Background: an optimization exercise with open tools, aiming at small area, a short achievable clock period and few clock cycles per item. Do not read the settings as production practice.
Only simulation tests tie the RTL to the original design; equivalence was not proved.

==> flow/design.v (outline; a module is shown in full before it is edited, if it fits) <==
// module mdc_input_decoder: 20 lines
// module mdc_fa: 5 lines
// module mdc_mul: 362 lines
// module mdc_mul_sub: 423 lines
// module mdc_mac_unit: 806 lines
// module mdc_top: 206 lines
module mdc_top (
    input  logic                        clk,
    input  logic                        rst_n,
    input  logic                        in_valid,
    input  logic [15-1:0]      in_data,
    input  logic [9-1:0] in_mode,
    output logic                        out_valid,
    output logic [207-1:0]       out_data
);
  // ...
==> flow/flow/run.sh <==
#!/bin/bash
# Standard synthesis and layout, with two changes to how the layout is
# made: the ports get plain buffers (buf_2) instead of the delay-cell
# buffers buffer_ports picks by default, and the resizer's setup repair
# aims at a tighter slack than the clock period alone asks for. Each
# tool's full output goes to a log file in this folder (ORFS keeps its
# per-step logs under orfs/logs as well).
set -euo pipefail
MARGIN=$(cat flow/margin.txt)
bash standard.sh SETUP_SLACK_MARGIN="$MARGIN" \
    BUFFER_PORTS_ARGS="-buffer_cell sky130_fd_sc_hd__buf_2" finish > flow_make.log 2>&1
==> flow/flow/margin.txt <==
14.25
==> flow/standard.sh <==
#!/bin/bash
# synth_recipe.tcl (not shown) runs the flow's synth.tcl, then flattens the netlist and writes it again
# the make line also repeats each setting of config.mk as NAME=value (left out here)
make -C /OpenROAD-flow-scripts/flow DESIGN_CONFIG=/design/flow/config.mk WORK_HOME=/design/flow/orfs CLKGATE_MAP_FILE= SYNTH_SCRIPT=/design/flow/synth_recipe.tcl "${@:-finish}"
==> flow/config.mk <==
export PLATFORM = sky130hd
export DESIGN_NAME = mdc_top
export DESIGN_NICKNAME = mdc_top
export VERILOG_FILES = /design/flow/design.v
export SDC_FILE = /design/flow/constraint.sdc
export NUM_CORES = 4
export LEC_CHECK = 0
export CAP_MARGIN = 20
export CORE_MARGIN = 2
export CORE_UTILIZATION = 40
export SLEW_MARGIN = 20
export SYNTH_HIERARCHICAL = 1
export SYNTH_MINIMUM_KEEP_SIZE = 0
==> flow/constraint.sdc <==
create_clock -name core_clock -period 20.0 [get_ports {clk}]
set_input_delay 4.0000 -clock core_clock [delete_from_list [all_inputs] [get_ports {clk}]]
set_output_delay 4.0000 -clock core_clock [all_outputs]
set_load 0.01 [all_outputs]
==> impl_metrics.json, run 1 <==
{
  "outcome": "timing/DRC/antenna clean",
  "place_hpwl_mm": 104,
  "die_area_um2": 112000,
  "fin_nets": 4999,
  "die_w_um": 335,
  "n_tap_cell": 1414,
  "buffer_area_frac": 0.0495,
  "clk_latency_ps": 670,
  "dr.max_layer_used": "met5",
  "postRouteAntennaNets": 0,
  "cts_resized": 81,
  "wl_mm": 139,
  "hold_path_depth": 0,
  "inv_count": 55,
  "startpoint_type": "flop",
  "rr_endpoint": "res_q[93]",
  "multi_input_area_share": 0.598,
  "syn_avg_cell_area_um2": 11.1,
  "relSlewSlack": 0.256,
  "overflow": 0,
  "seq_share": 0.275,
  "holdWs_ps": 326,
  "wl_met3_mm": 9.94,
  "num_io_pins": 235,
  "largest_reg_flops": 207,
  "synthCells": 3946,
  "max_stage_delay_ps": 490,
  "critical_path_required_ps": 16000,
  "top_register": "res_q",
  "core_um2": 109000,
  "avgViaCountPerCell": 5.76,
  "skew_ps": 39.1,
  "io_buffer_count": 234,
  "drcViolationCount": 0,
  "netlist_area_um2": 43900
}
Testbench counts, summed over its fixed seeds: cycles 42,002, matrices 2,400.
==> run 2, diff against run 1 <==
==> flow/flow/margin.txt (replaced) <==
13.75
==> run 2 against run 1 <==
Global-route usage down 0.052 points. Sequential share of layout area is 1.0 points higher. Flip-flop and latch count is the same. Critical path type is now reg2reg. Count of clock-buffer cells in the layout grew 5. Cell count decreased by 1.7%. Highest routed layer unchanged.
==> impl_metrics.json, run 2 <==
{
  "clk_pin_slew_ps": 60,
  "synthCells": 3946,
  "worst-path-max-fanout": 34,
  "place_ws_ps": 13250,
  "yosys_warnings": 11,
  "clk_latency_ps": 660,
  "start_util": 0.403,
  "wl_mm": 135,
  "grt_antenna_before_repair": 8,
  "critical_path_required_ps": 20380,
  "largest_reg_flops": 207,
  "rsz0062_at_grt": "yes",
  "setup_viol": 0,
  "r2r-start": "c1_zs2",
  "grt_use_total": 0.242,
  "cap_violations": 0,
  "cts_tree": "yes",
  "fin_nets": 4907,
  "first_iter_violations": 3001,
  "startpoint_type": "flop",
  "io_buffer_count": 234,
  "top_regs": "res_q x207, dn_q x88, r0_q x44",
  "first_global_vias": 32500,
  "num_io_pins": 235,
  "fin_crit_sh": 0.305,
  "overflow": 0,
  "hold_path_depth": 0,
  "top_register": "res_q",
  "cp-end-kind": "flop",
  "skew_ps": 37.3,
  "drive_above_1_share": 0.154,
  "holdBufCountCts": 0,
  "cp-startpoint": "c1_zs2",
  "crit_chain": "buf_4, a22o_1, fa_1, fa_1, fa_1, fa_1, fa_1, ha_1, and2_1, and3_1, o211ai_1, a31o_2, a21oi_1, a41oi_1, xor2_2, nand2_2, nand2_1",
  "htreeDepth": 2,
  "dp.cells": 5382,
  "crit_buf_inv": 1,
  "cts-buffers-inserted": 56,
  "cts_sinks": 509,
  "num_vias": 31400,
  "cp_slowest_cell": "fa_1",
  "cp_num_cells": 17,
  "finalHoldViolations": 0,
  "drcViolationCount": 0,
  "crit_top_cell": "fa_1",
  "syn_avg_cell_area_um2": 11.1,
  "fin_ws_ps": 13900,
  "clockBufferDepth": 3,
  "netlist_area_um2": 43900,
  "rows": 121,
  "layout_commonest_cell": "nor2_1",
  "core_um2": 109000,
  "period_needed_ps": 6100,
  "first_pass_iters": 6,
  "max_stage_delay_ps": 550,
  "crit_family": "adder cells",
  "worstPathArrival_ps": 6470,
  "relSlewSlack": 0.269,
  "final_cells": 5491,
  "die_w_um": 335,
  "rr_worst_depth": 17,
  "avgViaCountPerCell": 5.72,
  "place_congestion": 0.911,
  "die-height_um": 335,
  "syn_to_final_growth_pct": 9.78,
  "place_hpwl_mm": 104,
  "worstHoldStart": "dn_q[2][2]",
  "postRouteAntennaNets": 0,
  "layout_common_cells": "nor2_1 (709), fa_1 (609), edfxtp_1 (348)",
  "critPathKind": "reg2reg",
  "outcome": "timing/DRC/antenna clean",
  "timing.fmax_mhz": 164,
  "cts-root-buf": "clkbuf_16",
  "grt_pass1_wl_mm": 206,
  "drt-wirelength-per-cell_um": 24.6,
  "die_area_um2": 112000,
  "slew_viol_final": 0,
  "grt_start_max_net_pins": 90,
  "hp-class": "reg2reg",
  "tns_ps": 0,
  "tightest_slew_ps": 1090
}
==> run 2: routing by layer <==
layer | part of all wire | vias to the layer above | global-route usage | routed length (um)
li1 | - | 13700 | - | -
met1 | 0.40 | 16100 | 0.318 | 54400
met2 | 0.47 | 1400 | 0.400 | 64100
met3 | 0.077 | 281 | 0.0390 | 10400
met4 | 0.045 | 6 | 0.0979 | 6050
met5 | 0.00030 | - | 0 | 41
==> run 2: final cells by class <==
| type | count | area (um2) |
|---|---|---|
| tap | 1414 | 1770 |
| timing repair buffer | 284 | 1550 |
| fill | 10200 | 60700 |
| multi-input combinational | 3122 | 29000 |
| antenna | 2 | 5.00 |
| inverter | 55 | 206 |
| clock inverter | 34 | 352 |
| clock buffer | 71 | 1550 |
| sequential | 509 | 13800 |
==> run 2: repair_timing <==
item | 4_1_cts | 5_1_grt
buffers inserted | 0 | 2
pin swaps | 0 | 1
resized for setup | 9 | 21
endpoints found under the setup margin | 66 | 80
==> run 2: path summary, 6_finish.rpt <==
kind	to	slack (ps)
setup / recovery	res_q[150]	13900
hold / removal	dn_q[3][2]	320
setup reg to reg	res_q[150]	13900
hold reg to reg	dn_q[3][2]	320
max in group asynchronous	f2b_q	16470
min in group asynchronous	t_q[1]	3260
==> run 2: per-stage QoR <==
step,util,area [um2],hold slack (ps)
3_3_place_gp,0.424,46100,310
4_1_cts,0.441,48100,324
5_1_grt,0.442,48200,333
6_report,0.442,48200,320
3_5_place_dp,0.424,46100,314
2_1_floorplan,-,43900,310
==> run 3, diff against run 2 <==
==> flow/flow/margin.txt (replaced) <==
14.1
==> run 3 against run 2 <==
Register-to-register slack gained 360 ps. Utilization rose by 0.70 points. Area after synthesis did not move. Still clean on timing, DRC and antenna. Non-clock buffer count is 44 higher. Critical path depth shrank 8. Fmax rose by 4.7%.
==> impl_metrics.json, run 3 <==
{
  "outcome": "timing/DRC/antenna clean",
  "avgViaCountPerCell": 5.70,
  "final_cells": 5536,
  "r2r_setup_slack_ps": 14260,
  "top_regs": "res_q x207, dn_q x88, r0_q x44",
  "cts_sinks": 509,
  "num_vias": 31600,
  "layout_common_cells": "nor2_1 (709), fa_1 (609), edfxtp_1 (348)",
  "place_ws_ps": 13280,
  "netlist_area_um2": 43900,
  "fin_crit_sh": 0.291,
  "rows": 121,
  "clk_pin_slew_ps": 70,
  "wl_mm": 135,
  "synthCells": 3946,
  "place_hpwl_mm": 103,
  "num_io_pins": 235,
  "postLayoutCoreUtil": 0.449,
  "first_global_vias": 32700,
  "postRouteAntennaNets": 0,
  "grt_pass1_wl_mm": 204,
  "yosys_warnings": 11,
  "syn_avg_cell_area_um2": 11.1,
  "holdWs_ps": 306,
  "drt-wirelength-per-cell_um": 24.3,
  "die-height_um": 335,
  "rr_worst_depth": 17,
  "grt_start_max_net_pins": 101,
  "fin_nets": 4953,
  "multi_input_comb_area_um2": 29300,
  "first_pass_iters": 6,
  "cp-end-kind": "flop",
  "cp_num_cells": 9,
  "grt_antenna_before_repair": 1,
  "relSlewSlack": 0.274,
  "tns_ps": 0,
  "syn_to_final_growth_pct": 11.5,
  "slew_viol_final": 0,
  "r2r-start": "res_q[116]",
  "max_stage_delay_ps": 530,
  "tightest_slew_ps": 1090,
  "drcViolationCount": 0,
  "setup_viol": 0,
  "holdBufCountCts": 0,
  "clockBufferDepth": 3,
  "htreeDepth": 2,
  "place_congestion": 0.914,
  "rr_endpoint": "res_q[152]",
  "die_area_um2": 112000,
  "hold_path_depth": 0,
  "seqCellArea_um2": 13800,
  "layout_commonest_cell": "nor2_1",
  "finalHoldViolations": 0,
  "top_register": "res_q",
  "fin_ws_ps": 14170,
  "crit_family": "compound AO/OA/AOI/OAI gates",
  "crit_chain": "buf_2, xnor3_2, xnor2_4, xnor2_1, o41ai_2, nand3_2, a222oi_1, nor2_1, a211oi_1",
  "timing.fmax_mhz": 172,
  "worst-path-max-fanout": 7,
  "rsz0062_at_grt": "yes",
  "die_w_um": 335,
  "startpoint_type": "input port",
  "cp_slowest_cell": "xnor3_2",
  "cts-root-buf": "clkbuf_16",
  "clk_latency_ps": 660,
  "worstPathArrival_ps": 6380,
  "period_needed_ps": 5830,
  "grt_use_total": 0.239,
  "skew_ps": 43.0,
  "core_um2": 109000,
  "hold_end": "dn_q[2][0]",
  "nFillCells": 10100,
  "dp.cells": 5379,
  "cts_tree": "yes",
  "critPathKind": "in2reg",
  "cap_violations": 0,
  "hp-class": "reg2reg",
  "overflow": 0,
  "crit_buf_inv": 1,
  "io_buffer_count": 234,
  "start_util": 0.403,
  "drive_above_1_share": 0.174,
  "worstHoldStart": "dn_q[1][0]",
  "first_iter_violations": 2748,
  "largest_reg_flops": 207,
  "cts-buffers-inserted": 58,
  "critical_path_required_ps": 20550
}
## run 3: worst max path at each step
stage	startpoint	to	slack [ps]
after floorplan	in_data[4]	x0n_q[0]	14110
after global placement	in_data[9]	x0n_q[9]	13340
final	in_data[4]	x0n_q[0]	14170
after global routing	in_data[9]	x0n_q[0]	13990
after CTS	c1_zs2	res_q[43]	14080
after detailed placement	c_ma	y0n_q[21]	13280
## run 3: final cells by class
type | instances | share of cell area
multi-input combinational | 3122 | 0.599
sequential | 509 | 0.282
timing repair buffer | 328 | 0.0400
tap | 1414 | 0.0362
clock buffer | 72 | 0.0331
clock inverter | 33 | 0.00601
inverter | 55 | 0.00422
antenna | 3 | 0.000153
## run 3: per-stage QoR
stage / instance area, um2
3_5_place_dp: 46100
6_report: 48900
4_1_cts: 48300
2_1_floorplan: 43900
3_3_place_gp: 46100
5_1_grt: 48900
## run 3: metal layers
| metal | GRT usage | vias up | routed length [um] |
|---|---|---|---|
| li1 | - | 13800 | - |
| met1 | 0.312 | 16200 | 54800 |
| met2 | 0.395 | 1379 | 64000 |
| met3 | 0.0394 | 280 | 9870 |
| met4 | 0.100 | 0 | 5970 |
| met5 | 0 | - | 0 |
## run 3: repair_timing
item / 4_1_cts / 5_1_grt
gates resized for setup: 41 / 67
endpoints found under the setup margin: 144 / 133
setup buffers: 6 / 43
gates cloned: 0 / 0
pin swaps: 1 / 2
==> run 4, diff against run 3 <==
==> flow/flow/margin.txt (replaced) <==
14
--- a/flow/config.mk
+++ b/flow/config.mk
@@ -9,3 +9,3 @@
 export CORE_MARGIN = 2
-export CORE_UTILIZATION = 40
+export CORE_UTILIZATION = 50
 export SLEW_MARGIN = 20
==> run 4 against run 3 <==
Still clean on timing, DRC and antenna. First-iteration DRC count up 6.5%. Synthesized cell count unchanged. Flip-flop and latch count unchanged.
==> impl_metrics.json, run 4 <==
{
  "fin_crit_sh": 0.298,
  "hp-class": "reg2reg",
  "fin_nets": 4920,
  "start_util": 0.505,
  "num_vias": 31500,
  "cts_sinks": 509,
  "tightest_slew_ps": 1050,
  "relSlewSlack": 0.300,
  "cap_violations": 0,
  "syn_to_final_growth_pct": 10.1,
  "drcViolationCount": 0,
  "syn_avg_cell_area_um2": 11.1,
  "finalHoldViolations": 0,
  "holdWs_ps": 326,
  "tns_ps": 0,
  "worst-path-max-fanout": 7,
  "wl_mm": 137,
  "top_register": "res_q",
  "clk_latency_ps": 650,
  "layout_common_cells": "nor2_1 (709), fa_1 (609), edfxtp_1 (348)",
  "cp-end-kind": "flop",
  "period_needed_ps": 5960,
  "holdBufCountCts": 0,
  "cts-root-buf": "clkbuf_16",
  "yosys_warnings": 11,
  "first_iter_violations": 2926,
  "postPlaceCellArea_um2": 45800,
  "cts_tree": "yes",
  "critical_path_required_ps": 20480,
  "place_congestion": 0.949,
  "rr_worst_depth": 18,
  "skew_ps": 52.0,
  "clk_pin_slew_ps": 60,
  "die_area_um2": 90100,
  "clockBufferDepth": 3,
  "first_pass_iters": 8,
  "die-height_um": 300,
  "cts-buffers-inserted": 54,
  "final_area_um2": 48300,
  "first_global_vias": 33000,
  "timing.fmax_mhz": 168,
  "rsz0062_at_grt": "yes",
  "core_um2": 86900,
  "num_io_pins": 235,
  "drive_above_1_share": 0.166,
  "die_w_um": 300,
  "netlist_area_um2": 43900,
  "synthCells": 3946,
  "htreeDepth": 2,
  "io_buffer_count": 234,
  "grt_use_total": 0.310,
  "top_regs": "res_q x207, dn_q x88, r0_q x44",
  "avgViaCountPerCell": 6.02,
  "grt_start_max_net_pins": 87,
  "postRouteAntennaNets": 0,
  "grt_antenna_before_repair": 0,
  "setup_viol": 0,
  "postLayoutCoreUtil": 0.556,
  "overflow": 0,
  "grt_pass1_wl_mm": 209,
  "largest_reg_flops": 207,
  "outcome": "timing/DRC/antenna clean",
  "rows": 108,
  "worstPathArrival_ps": 6440,
  "startpoint_type": "input port",
  "layout_commonest_cell": "nor2_1",
  "hold_path_depth": 0,
  "place_hpwl_mm": 105,
  "drt-wirelength-per-cell_um": 26.1,
  "slew_viol_final": 0,
  "critPathKind": "in2reg"
}
==> run 4: layout make-up <==
class                           instances  area (um2)
Antenna cell                            1        2.50
Clock buffer                           73        1510
Clock inverter                         29         412
Fill cell                            7524       38600
Inverter                               55         206
Multi-Input combinational cell       3122       29200
Sequential cell                       509       13800
Tap cell                             1155        1450
Timing Repair Buffer                  299        1760
==> run 4: final timing paths <==
path                       startpoint          to  slack (ps)
max                        in_data[4]    x0n_q[8]       14040
min                        dn_q[2][1]  dn_q[3][1]         330
max reg2reg                    c0_zs3  res_q[186]       14200
min reg2reg                dn_q[2][1]  dn_q[3][1]         330
max in group asynchronous       rst_n     ov_q[1]       16400
min in group asynchronous       rst_n        f2_q        3320
==> run 4: stage by stage <==
stage,setup WS (ps),cells
finish,14040,5243
global route,13890,5242
CTS,14010,5223
detailed placement,13280,5121
global placement,13300,5121
floorplan,14070,3959
==> run 4: per-layer routing <==
layer | vias up | GRT usage | share of wire
li1 | 13700 | - | -
met1 | 16100 | 0.414 | 0.40
met2 | 1439 | 0.498 | 0.46
met3 | 285 | 0.0595 | 0.087
met4 | 0 | 0.126 | 0.051
met5 | - | 0 | 0
==> run 4: timing repair <==
item	in CTS	in global routing
endpoints found under the setup margin	117	137
setup buffers	0	19
resized for setup	29	60
pin swaps	0	2
==> run 4: worst max-delay path: stages <==
cell and delay, ps:
buf_2 130, xnor3_2 530, xor2_2 230, nor3_1 340, o22ai_1 170, xnor2_1 270
a222oi_1 310, nor2_1 90, a211oi_2 370
==> module mdc_top, before the edit <==
module mdc_top (
    input  logic                        clk,
    input  logic                        rst_n,
    input  logic                        in_valid,
    input  logic [15-1:0]      in_data,
    input  logic [9-1:0] in_mode,
    output logic                        out_valid,
    output logic [207-1:0]       out_data
);
    localparam int EW = 11;    
    localparam int MW = 22;             
    localparam int AW = 34;             
    logic [4:0] t_q;
    logic [4:0] t_nx;
    logic       det3_q;
    logic       start;
    logic       mode_det3;
    assign start = in_valid && (t_q == 5'd0 || t_q >= 5'd16);
    localparam int NOV = 4;
    logic [NOV-1:0] ov_q;
    logic           fin;
    logic [4:0]     t_p1, t_p2, t_p3;
    logic           fin1, fin2, fin3;
    logic           f1_q, f2_q, f2b_q, f3_q, f3b_q, f3c_q;
    assign t_p1 = t_q + 5'd1;
    assign t_p2 = t_q + 5'd2;
    assign t_p3 = t_q + 5'd3;
    assign fin  = det3_q ? (t_q  == 5'd17) : (t_q  == 5'd16);
    assign fin1 = det3_q ? (t_p1 == 5'd17) : (t_p1 == 5'd16);
    assign fin2 = det3_q ? (t_p2 == 5'd17) : (t_p2 == 5'd16);
    assign fin3 = det3_q ? (t_p3 == 5'd17) : (t_p3 == 5'd16);
    always_comb begin
        t_nx = t_q;
        if (start) begin
            t_nx = 5'd1;
        end else if (t_q != 5'd0 && t_q < 5'd16) begin
            if (in_valid) t_nx = t_q + 5'd1;
        end else if (t_q >= 5'd16 && t_q != 5'd20) begin
            t_nx = t_q + 5'd1;
        end
    end
    always_ff @(posedge clk or negedge rst_n) begin
        if (!rst_n) begin
            t_q       <= 5'd0;
            out_valid <= 1'b0;
            ov_q      <= '0;
            {f1_q, f2_q, f2b_q, f3_q, f3b_q, f3c_q} <= '0;
        end else begin
            t_q       <= t_nx;
            out_valid <= fin;
            f1_q      <= fin1;
            f2_q      <= fin2;
            f2b_q     <= f2_q;
            f3_q      <= fin3;
            f3b_q     <= f3_q;
            f3c_q     <= f3b_q;
            ov_q[0]   <= fin;
            ov_q[1]   <= f1_q;
            ov_q[2]   <= f2b_q;
            ov_q[3]   <= f3c_q;
        end
    end
    logic [9-1:0] mraw_q;
    always_ff @(posedge clk) begin
        if (start) mraw_q <= in_mode;
        det3_q <= mode_det3;
    end
    logic [4:0] t_up;
    assign t_up = t_q + 5'd1;
    logic c_ma, c_mb, c_sh;
    logic c_m01, c_m12;
    logic c0_zs3, c0_zs1, c0_ws3, c0_ws1;
    logic c1_zs2, c1_zs0, c1_ws2, c1_ws0;
    always_ff @(posedge clk) begin
            c_mb    <= det3_q && (t_up == 5'd12 || t_up == 5'd13);
            c_ma    <= det3_q && (t_up == 5'd13 || t_up == 5'd14);
            c_sh    <= !det3_q && (t_up == 5'd6  || t_up == 5'd7  || t_up == 5'd8  ||
                                   t_up == 5'd10 || t_up == 5'd11 || t_up == 5'd12 ||
                                   t_up == 5'd14 || t_up == 5'd15 || t_up == 5'd16);
            c_m01   <= det3_q && t_up == 5'd10;
            c_m12   <= det3_q && t_up == 5'd11;
            c0_zs3  <= t_up == 5'd12 || t_up == 5'd15;
            c0_zs1  <= t_up == 5'd14 || t_up == 5'd16;
            c0_ws3  <= det3_q && (t_up == 5'd11 || t_up == 5'd12 || t_up == 5'd15);
            c0_ws1  <= det3_q && (t_up == 5'd13 || t_up == 5'd14 || t_up == 5'd16);
            c1_zs2  <= t_up == 5'd13 || t_up == 5'd16;
            c1_zs0  <= t_up == 5'd15 || t_up == 5'd17;
            c1_ws2  <= det3_q && (t_up == 5'd12 || t_up == 5'd13 || t_up == 5'd16);
            c1_ws0  <= det3_q && (t_up == 5'd14 || t_up == 5'd15 || t_up == 5'd17);
    end
    logic [EW-1:0] elem;
    logic [EW-1:0] mode_fix;
    mdc_input_decoder u_dec_data (.code(in_data), .data(elem));
    mdc_input_decoder u_dec_mode (
        .code ({mraw_q, {(15 - 9){1'b0}}}),
        .data (mode_fix)
    );
    assign mode_det3 = mode_fix[EW - 5 + 1];
    logic [EW-1:0] dn_q [0:7];
    logic signed [EW-1:0] r0_q [0:3];
    always_ff @(posedge clk) begin
        dn_q[0] <= ~elem;
        for (int i = 1; i <= 7; i++) dn_q[i] <= dn_q[i-1];
        if (start)                   r0_q[0] <= elem;
        if (in_valid && t_q == 5'd1) r0_q[1] <= elem;
        if (in_valid && t_q == 5'd2) r0_q[2] <= elem;
        if (in_valid && t_q == 5'd3) r0_q[3] <= elem;
    end
    logic [EW-1:0]        xan, yan, xbn, ybn;
    logic signed [MW-1:0] pb, pb_q;
    logic signed [MW-1:0] minor;
    assign xbn = c_mb ? dn_q[7] : dn_q[3];
    assign ybn = c_mb ? dn_q[1] : dn_q[0];
    assign xan = c_ma ? dn_q[6] : dn_q[5];
    assign yan = c_ma ? dn_q[4] : dn_q[0];
    mdc_mul     u_mul_b (.xn(xbn), .yn(ybn), .p(pb));
    mdc_mul_sub u_mul_a (.xn(xan), .yn(yan), .s(pb_q), .d(minor));
    always_ff @(posedge clk) begin
        pb_q <= pb;
    end
    logic signed [MW-1:0] m01_q, m12_q;
    always_ff @(posedge clk) begin
        if (c_m01) m01_q <= minor;
        if (c_m12) m12_q <= minor;
    end
    logic [207-1:0] res_q;
    logic signed [AW-1:0] slot [0:3];
    always_comb begin
        for (int s = 0; s < 4; s++) begin
            slot[s] = res_q[s * 51 +: AW];
        end
    end
    logic n_x_el_0, n_x_dq_0, n_x_r0_0, n_x_r1_0, n_x_r2_0;
    logic n_y_mn_0, n_y_m01_0, n_y_hd_0;
    logic n_x_el_1, n_x_dq_1, n_x_r1_1, n_x_r2_1, n_x_r3_1;
    logic n_y_mn_1, n_y_m12_1, n_y_hd_1;
    always_comb begin
        n_x_r2_0  = t_up == 5'd11;
        n_x_r0_0  = t_up == 5'd12;
        n_x_r1_0  = t_up == 5'd15;
        n_x_el_0  = t_up == 5'd13 || t_up == 5'd14;
        n_x_dq_0  = t_up == 5'd16;
        n_y_mn_0  = t_up == 5'd11 || t_up == 5'd12 || t_up == 5'd14;
        n_y_hd_0  = t_up == 5'd13 || t_up == 5'd15;
        n_y_m01_0 = t_up == 5'd16;
        n_x_r3_1  = t_up == 5'd12;
        n_x_r1_1  = t_up == 5'd13;
        n_x_r2_1  = t_up == 5'd16;
        n_x_el_1  = t_up == 5'd14 || t_up == 5'd15;
        n_x_dq_1  = t_up == 5'd17;
        n_y_mn_1  = t_up == 5'd12 || t_up == 5'd13 || t_up == 5'd15;
        n_y_hd_1  = t_up == 5'd14 || t_up == 5'd16;
        n_y_m12_1 = t_up == 5'd17;
    end
    logic [EW-1:0] x0n_q, x1n_q;
    logic [MW-1:0] y0n_q, y1n_q;
    always_ff @(posedge clk) begin
        x0n_q <= n_x_dq_0 ? dn_q[0] :
                 ~(({EW{n_x_r0_0}} & r0_q[0]) | ({EW{n_x_r1_0}} & r0_q[1]) |
                   ({EW{n_x_r2_0}} & r0_q[2]) | ({EW{n_x_el_0}} & elem));
        x1n_q <= n_x_dq_1 ? dn_q[0] :
                 ~(({EW{n_x_r1_1}} & r0_q[1]) | ({EW{n_x_r2_1}} & r0_q[2]) |
                   ({EW{n_x_r3_1}} & r0_q[3]) | ({EW{n_x_el_1}} & elem));
        if (!n_y_hd_0) begin
            y0n_q <= ~(({MW{n_y_mn_0}} & minor) | ({MW{n_y_m01_0}} & m01_q));
        end
        if (!n_y_hd_1) begin
            y1n_q <= ~(({MW{n_y_mn_1}} & minor) | ({MW{n_y_m12_1}} & m12_q));
        end
    end
    logic signed [AW-1:0] z0, acc0;
    logic                 we0_s3, we0_s1;
    assign z0 = ({AW{c0_zs3}} & slot[3]) | ({AW{c0_zs1}} & slot[1]);
    assign we0_s3 = c0_ws3;
    assign we0_s1 = c0_ws1;
    mdc_mac_unit u_mac0 (.xn(x0n_q), .yn(y0n_q), .z(z0), .acc(acc0));
    logic signed [AW-1:0] z1, acc1;
    logic                 we1_s2, we1_s0;
    assign z1 = ({AW{c1_zs2}} & slot[2]) | ({AW{c1_zs0}} & slot[0]);
    assign we1_s2 = c1_ws2;
    assign we1_s0 = c1_ws0;
    mdc_mac_unit u_mac1 (.xn(x1n_q), .yn(y1n_q), .z(z1), .acc(acc1));
    logic sh_en;
    assign sh_en = c_sh;
    localparam int W3 = 51;
    localparam int W2 = 23;
    logic [207-1:0] sh_d, ac_d, we_b, res_d;
    assign sh_d = {res_q[207-W2-1:0], {(W2 - MW){minor[MW-1]}}, minor};
    assign ac_d = {3'b000,
                   {(W3 - AW){acc0[AW-1]}}, acc0, {(W3 - AW){acc1[AW-1]}}, acc1,
                   {(W3 - AW){acc0[AW-1]}}, acc0, {(W3 - AW){acc1[AW-1]}}, acc1};
    assign we_b = {3'b000, {W3{we0_s3}}, {W3{we1_s2}}, {W3{we0_s1}}, {W3{we1_s0}}};
    assign res_d = ({207{sh_en}} & sh_d) | (we_b & ac_d);
    always_ff @(posedge clk) begin
        for (int b = 0; b < 207; b++) begin
            if (sh_en || we_b[b]) res_q[b] <= res_d[b];
        end
    end
    logic [207-1:0] res_g;
    assign res_g = {det3_q ? 3'b000 : res_q[207-1 -: 3], res_q[207-4:0]};
    always_comb begin
        for (int b = 0; b < 207; b++) begin
            out_data[b] = ov_q[b * NOV / 207] & res_g[b];
        end
    end
endmodule
==> run 5, diff against run 4 <==
--- a/flow/design.v
+++ b/flow/design.v
@@ -1721,3 +1721,3 @@
     logic [EW-1:0] dn_q [0:7];
-    logic signed [EW-1:0] r0_q [0:3];
+    logic signed [EW-1:0] r0_q [0:2];
     always_ff @(posedge clk) begin
@@ -1728,3 +1728,2 @@
         if (in_valid && t_q == 5'd2) r0_q[2] <= elem;
-        if (in_valid && t_q == 5'd3) r0_q[3] <= elem;
     end
@@ -1782,5 +1781,5 @@
                    ({EW{n_x_r2_0}} & r0_q[2]) | ({EW{n_x_el_0}} & elem));
-        x1n_q <= n_x_dq_1 ? dn_q[0] :
+        x1n_q <= (n_x_dq_1 ? dn_q[0] : '0) | (n_x_r3_1 ? dn_q[7] : '0) |
                  ~(({EW{n_x_r1_1}} & r0_q[1]) | ({EW{n_x_r2_1}} & r0_q[2]) |
-                   ({EW{n_x_r3_1}} & r0_q[3]) | ({EW{n_x_el_1}} & elem));
+                   ({EW{n_x_el_1}} & elem) | {EW{n_x_dq_1 | n_x_r3_1}});
         if (!n_y_hd_0) begin
--- a/flow/config.mk
+++ b/flow/config.mk
@@ -9,3 +9,3 @@
 export CORE_MARGIN = 2
-export CORE_UTILIZATION = 50
+export CORE_UTILIZATION = 40
 export SLEW_MARGIN = 20
==> run 5 against run 4 <==
Count of clock-buffer cells in the layout down 6. Fmax fell by 0.54%. Cell count rose by 7.5%. Setup slack got worse by 33 ps. Largest cell class unchanged. Still clean on timing, DRC and antenna. Non-clock buffer count up 32.
==> impl_metrics.json, run 5 <==
{
  "grt_start_max_net_pins": 93,
  "layout_commonest_cell": "nor2_1",
  "max_stage_delay_ps": 420,
  "num_vias": 32600,
  "layout_common_cells": "nor2_1 (679), fa_1 (609), edfxtp_1 (337)",
  "first_iter_violations": 3121,
  "syn_to_final_growth_pct": 11.8,
  "top_register": "res_q",
  "relSlewSlack": 0.236,
  "r2r-start": "c_ma",
  "io_buffer_count": 234,
  "worstHoldStart": "dn_q[2][8]",
  "worst-path-max-fanout": 52,
  "die_area_um2": 113000,
  "drcViolationCount": 0,
  "netlist_area_um2": 44200,
  "startpoint_type": "flop",
  "postRouteAntennaNets": 0,
  "cts-buffers-inserted": 54,
  "nFillCells": 10200,
  "tightest_slew_ps": 1140,
  "avgViaCountPerCell": 5.78,
  "period_needed_ps": 5990,
  "cp-startpoint": "ov_q[2]",
  "worstPathArrival_ps": 1990,
  "cp_slowest_cell": "buf_4",
  "clk_latency_ps": 670,
  "top_regs": "res_q x207, dn_q x88, r0_q x33",
  "setup_viol": 0,
  "synthCells": 4012,
  "first_pass_iters": 6,
  "grt_pass1_wl_mm": 216,
  "start_util": 0.405,
  "finalHoldViolations": 0,
  "place_hpwl_mm": 107,
  "fin_nets": 4994,
  "rows": 121,
  "cts-root-buf": "clkbuf_16",
  "htreeDepth": 2,
  "wl_mm": 143,
  "core_um2": 109000,
  "drive_above_1_share": 0.178,
  "drt-wirelength-per-cell_um": 25.4,
  "outcome": "timing/DRC/antenna clean",
  "syn_avg_cell_area_um2": 11.0,
  "grt_antenna_before_repair": 2,
  "skew_ps": 53.6,
  "yosys_warnings": 11,
  "die-height_um": 337,
  "num_io_pins": 235,
  "cts_sinks": 498,
  "die_w_um": 337,
  "dp.cells": 5488,
  "cap_violations": 0,
  "overflow": 0,
  "cts_tree": "yes",
  "hp-class": "reg2reg",
  "tns_ps": 0,
  "critPathKind": "reg2out",
  "clk_pin_slew_ps": 60,
  "rsz0062_at_grt": "yes",
  "critical_path_required_ps": 16000,
  "place_congestion": 0.924,
  "crit_chain": "buf_4, and2_1, buf_2",
  "grt_use_total": 0.252,
  "largest_reg_flops": 207,
  "clockBufferDepth": 3,
  "cp-end-kind": "output port",
  "final_cells": 5636,
  "slew_viol_final": 0,
  "fin_crit_sh": 0.300,
  "first_global_vias": 33800,
  "timing.fmax_mhz": 167
}
## run 5: area by class of cell
class,count,area (um2),share of cell area
inverter,65,244,0.00494
antenna,1,2.50,0.0000506
timing repair buffer,331,2030,0.0411
sequential,498,13400,0.272
multi-input combinational,3165,30000,0.607
tap,1476,1850,0.0374
clock inverter,33,457,0.00924
clock buffer,67,1410,0.0285
## run 5: metal layers
metal / global-route usage / up-vias / wire (um)
met5: 0 / - / 13
met4: 0.0925 / 2 / 5970
met3: 0.0450 / 275 / 11300
met2: 0.413 / 1422 / 67500
met1: 0.336 / 16800 / 58300
li1: - / 14000 / -
## run 5: final timing paths
kind / to / slack (ps) / depth (start not counted)
setup / recovery: out_data[107] / 14010 / 3
hold / removal: dn_q[3][8] / 330 / 0
setup reg to reg: y1n_q[18] / 14200 / 16
hold reg to reg: dn_q[3][8] / 330 / 0
max in group asynchronous: ov_q[0] / 16360 / 1
min in group asynchronous: ov_q[3] / 3300 / 1
## run 5: repair_timing
action,4_1_cts,5_1_grt
setup buffers,3,44
hold buffers,0,0
pin swaps,1,13
setup endpoints to repair,228,124
resized for setup,33,65
## run 5: critical path, delay by kind of cell (launching register included)
family                 cells  cell delay, ps
buffers and inverters      2             590
and+or+nand+nor            1             330
DFF                        1             320
## run 5: through the flow
stage / util / hold slack, ps / setup slack, ps / instance area [um2]
6_report: 0.452 / 325 / 14010 / 49400
5_1_grt: 0.452 / 330 / 13890 / 49400
4_1_cts: 0.445 / 325 / 14000 / 48700
3_5_place_dp: 0.427 / 312 / 13230 / 46600
3_3_place_gp: 0.427 / 310 / 13220 / 46600
2_1_floorplan: - / 310 / 13830 / 44500
Testbench counts of run 5, summed over its fixed seeds: cycles 42,002, matrices 2,400.

afterwards: timing with drivers on the ports:
The results above use ideal ports. As a check the final layouts listed here were re-extracted and re-timed, cells and wires unchanged.
Step 1 (the two cells are an assumption about what drives the block):
set clk [get_ports {clk}]
set_driving_cell -lib_cell sky130_fd_sc_hd__clkbuf_16 $clk
set_driving_cell -lib_cell sky130_fd_sc_hd__buf_2 [delete_from_list [all_inputs] $clk]
Step 2 times the ports against the registers' clock, not the clock port: input delays grow and output delays shrink by t, the midpoint of the rising clock arrivals with the driver on.
a / b / c = ideal ports / drivers / drivers and shift; a / b = the first two.
| run | t (ns) | setup slack, ns | latest minus earliest clock arrival (ns) | worst register clock-pin slew, ns | pins driven straight from the clock port |
|---|---|---|---|---|---|
| run 1 | 0.720 | 14.242 / 14.169 / 13.597 | 0.039 / 0.039 | 0.08 / 0.08 | 1 |
| run 2 | 0.715 | 13.903 / 13.903 / 13.311 | 0.038 / 0.038 | 0.07 / 0.07 | 1 |
| run 3 | 0.703 | 14.174 / 14.129 / 13.514 | 0.043 / 0.043 | 0.07 / 0.07 | 1 |
| run 4 | 0.689 | 14.041 / 14.023 / 13.396 | 0.053 / 0.052 | 0.07 / 0.07 | 1 |
| run 5 | 0.708 | 14.009 / 13.946 / 13.362 | 0.055 / 0.054 | 0.08 / 0.08 | 1 |
After both steps every run listed still meets setup and hold. For run 3, which loses most, drivers alone change the setup slack by -0.045 ns; drivers and shift together by -0.660 ns.
